What follows belongs to an exercise in optimizing a design on an open flow for small area; a production flow would make more cautious choices. In this exercise RTL edits were held to simulation tests only and were not proved equivalent to the original.

Design luma_invert_via_yuv, start of the top module:
module luma_invert_via_yuv (
    input  wire logic       i_clk,
    input  wire logic       i_rst_n,
    input  wire logic       start,
    output logic            busy,
    input  wire logic [7:0] i_red_in,
    input  wire logic [7:0] i_green_in,
    input  wire logic [7:0] i_blue_in,
    input  wire logic [7:0] i_alpha_in,
    input  wire logic       i_last_in,
    output logic            o_valid,
    output logic [7:0]      o_red_out,
    output logic [7:0]      o_green_out,
    output logic [7:0]      o_blue_out,
    output logic [7:0]      o_alpha_out,
    output logic            o_last_out
);
    assign busy = 1'b0;
    logic [3:0] r_vld;
    logic [7:0] r_alpha [4];
    logic       r_last  [4];
    always_ff @(posedge i_clk) begin
        if (!i_rst_n) begin
            r_vld <= 4'd0;
        end else begin
            r_vld <= {r_vld[2:0], start};
        end
        r_alpha[0] <= i_alpha_in;
        r_last[0]  <= i_last_in;
        for (int i = 1; i < 4; i++) begin
            r_alpha[i] <= r_alpha[i-1];
            r_last[i]  <= r_last[i-1];
        end
    end
  ...
clock: 5.5 ns
lec_check: 0
abc_area: 0
cap_margin: 5
core_margin: 2
core_utilization: 40
gpl_timing_driven: 0
slew_margin: 5
synth_hierarchical: 1
synth_minimum_keep_size: 0
standard.sh (not shown) runs the stock make flow with config.mk's settings and CLKGATE_MAP_FILE= SYNTH_SCRIPT=/design/flow/synth_recipe.tcl, a recipe that flattens the netlist after the stock synthesis.
==> flow/flow/run.sh <==
#!/bin/bash
# Standard layout, with the smallest buffer cell for the port buffers and a
# clock tree of smaller buffers without dummy loads.
export BUFFER_PORTS_ARGS="-buffer_cell sky130_fd_sc_hd__buf_1"
export CTS_ARGS="-sink_clustering_enable -repair_clock_nets -dont_use_dummy_load -buf_list sky130_fd_sc_hd__clkbuf_8 -sink_clustering_size 12"
bash standard.sh > standard.log 2>&1
The baseline produced a clean layout.
Then changed:
==> flow/flow/run.sh (replaced) <==
#!/bin/bash
# Standard layout, with the smallest buffer cell for the port buffers and a
# clock tree of smaller buffers without dummy loads.
export BUFFER_PORTS_ARGS="-buffer_cell sky130_fd_sc_hd__buf_1"
export CTS_ARGS="-sink_clustering_enable -repair_clock_nets -dont_use_dummy_load -buf_list sky130_fd_sc_hd__clkbuf_8 -sink_clustering_size 20"
bash standard.sh > standard.log 2>&1
- CAP_MARGIN: 5 -> 20
- GPL_TIMING_DRIVEN: 0 -> unset
- SLEW_MARGIN: 5 -> 20
Effect:
- cell area goes down slightly
- critical path depth goes up by 2
- global-route usage goes up by 1.0 points
Then changed:
==> flow/flow/run.sh (replaced) <==
#!/bin/bash
# Standard layout, with the smallest buffer cell for the port buffers and a
# clock tree of smaller buffers without dummy loads.
export BUFFER_PORTS_ARGS="-buffer_cell sky130_fd_sc_hd__buf_1"
export CTS_ARGS="-sink_clustering_enable -repair_clock_nets -dont_use_dummy_load -buf_list sky130_fd_sc_hd__clkbuf_8 -sink_clustering_size 16 -sink_clustering_max_diameter 60"
bash standard.sh > standard.log 2>&1
=> Sequential share of layout area is unchanged; clock skew stays the same; wire length stays the same; global-route usage does not change; via count does not change; flip-flop and latch count is unchanged; first-iteration DRC count is unchanged; synthesized cell count is unchanged.
Then changed:
==> flow/flow/run.sh (replaced) <==
#!/bin/bash
# Standard layout, with the smallest buffer cell for the port buffers and a
# clock tree of smaller buffers without dummy loads.
export BUFFER_PORTS_ARGS="-buffer_cell sky130_fd_sc_hd__buf_1"
export CTS_ARGS="-sink_clustering_enable -repair_clock_nets -dont_use_dummy_load -buf_list sky130_fd_sc_hd__clkbuf_8 -sink_clustering_size 12"
bash standard.sh > standard.log 2>&1
- GPL_TIMING_DRIVEN: unset -> 0
- routed wire length is lower by 7.3%
- hold slack improves by 0.0093 ns
- design area is higher by about 0.3%
- area after synthesis does not change


Starting RTL as in the previous note.
==> flow/config.mk <==
export PLATFORM = sky130hd
export DESIGN_NAME = luma_invert_via_yuv
export DESIGN_NICKNAME = luma_invert_via_yuv
export VERILOG_FILES = /design/flow/design.v
export SDC_FILE = /design/flow/constraint.sdc
export NUM_CORES = 4
export LEC_CHECK = 0
export ABC_AREA = 0
export CAP_MARGIN = 20
export CORE_MARGIN = 2
export CORE_UTILIZATION = 40
export SLEW_MARGIN = 20
export SYNTH_HIERARCHICAL = 1
export SYNTH_MINIMUM_KEEP_SIZE = 0
==> flow/constraint.sdc <==
create_clock -name core_clock -period 5.5 [get_ports {i_clk}]
set_input_delay 1.1000 -clock core_clock [delete_from_list [all_inputs] [get_ports {i_clk}]]
set_output_delay 1.1000 -clock core_clock [all_outputs]
set_load 0.01 [all_outputs]
==> flow/flow/run.sh <==
#!/bin/bash
# Standard layout, with the smallest buffer cell for the port buffers and a
# clock tree of smaller buffers without dummy loads.
export BUFFER_PORTS_ARGS="-buffer_cell sky130_fd_sc_hd__buf_1"
export CTS_ARGS="-sink_clustering_enable -repair_clock_nets -dont_use_dummy_load -buf_list sky130_fd_sc_hd__clkbuf_8 -sink_clustering_size 30 -sink_clustering_max_diameter 200 -sink_clustering_levels 3"
bash standard.sh > standard.log 2>&1
The starting point finished with timing, DRC and antenna clean.
Then changed:
==> flow/flow/run.sh (replaced) <==
#!/bin/bash
# Standard layout, with the smallest buffer cell for the port buffers and a
# clock tree of smaller buffers without dummy loads.
export BUFFER_PORTS_ARGS="-buffer_cell sky130_fd_sc_hd__buf_1"
export CTS_ARGS="-sink_clustering_enable -repair_clock_nets -dont_use_dummy_load -buf_list sky130_fd_sc_hd__clkbuf_8 -sink_clustering_size 12"
bash standard.sh > standard.log 2>&1
The changed run passed the timing, DRC and antenna checks; die area is unchanged; first-iteration DRC count is unchanged; wire length does not change.

==> what the ideal ports hide <==
No port has a modelled driver above. Below, the same layouts with a new extraction and two added sets of constraints.
Step 1 (the two cells are an assumption about what drives the block):
set clk [get_ports {i_clk}]
set_driving_cell -lib_cell sky130_fd_sc_hd__clkbuf_16 $clk
set_driving_cell -lib_cell sky130_fd_sc_hd__buf_2 [delete_from_list [all_inputs] $clk]
Step 2, shift: input delay + t, output delay - t, t = (earliest + latest rising clock arrival at the registers) / 2. This alone moves slack from input paths to output paths.
a / b / c = ideal ports / drivers / drivers and shift; a / b = the first two.
run	t (ns)	setup WS [ns]	slew at the worst register clock pin (ns)	worst data-port slew with drivers (ns)	pins driven straight from the clock port
the first run of note 1	0.478	0.232 / 0.198 / 0.232	0.09 / 0.09	0.04	1
the second run of note 1	0.479	0.232 / 0.188 / 0.393	0.09 / 0.09	0.04	1
the third run of note 1	0.479	0.232 / 0.188 / 0.393	0.09 / 0.09	0.04	1
the fourth run of note 1	0.478	0.232 / 0.198 / 0.232	0.09 / 0.09	0.04	1
the first run of note 2	0.479	0.232 / 0.188 / 0.393	0.09 / 0.09	0.04	1
the second run of note 2	0.479	0.232 / 0.188 / 0.393	0.09 / 0.09	0.04	1
After both steps every run listed still meets setup and hold.
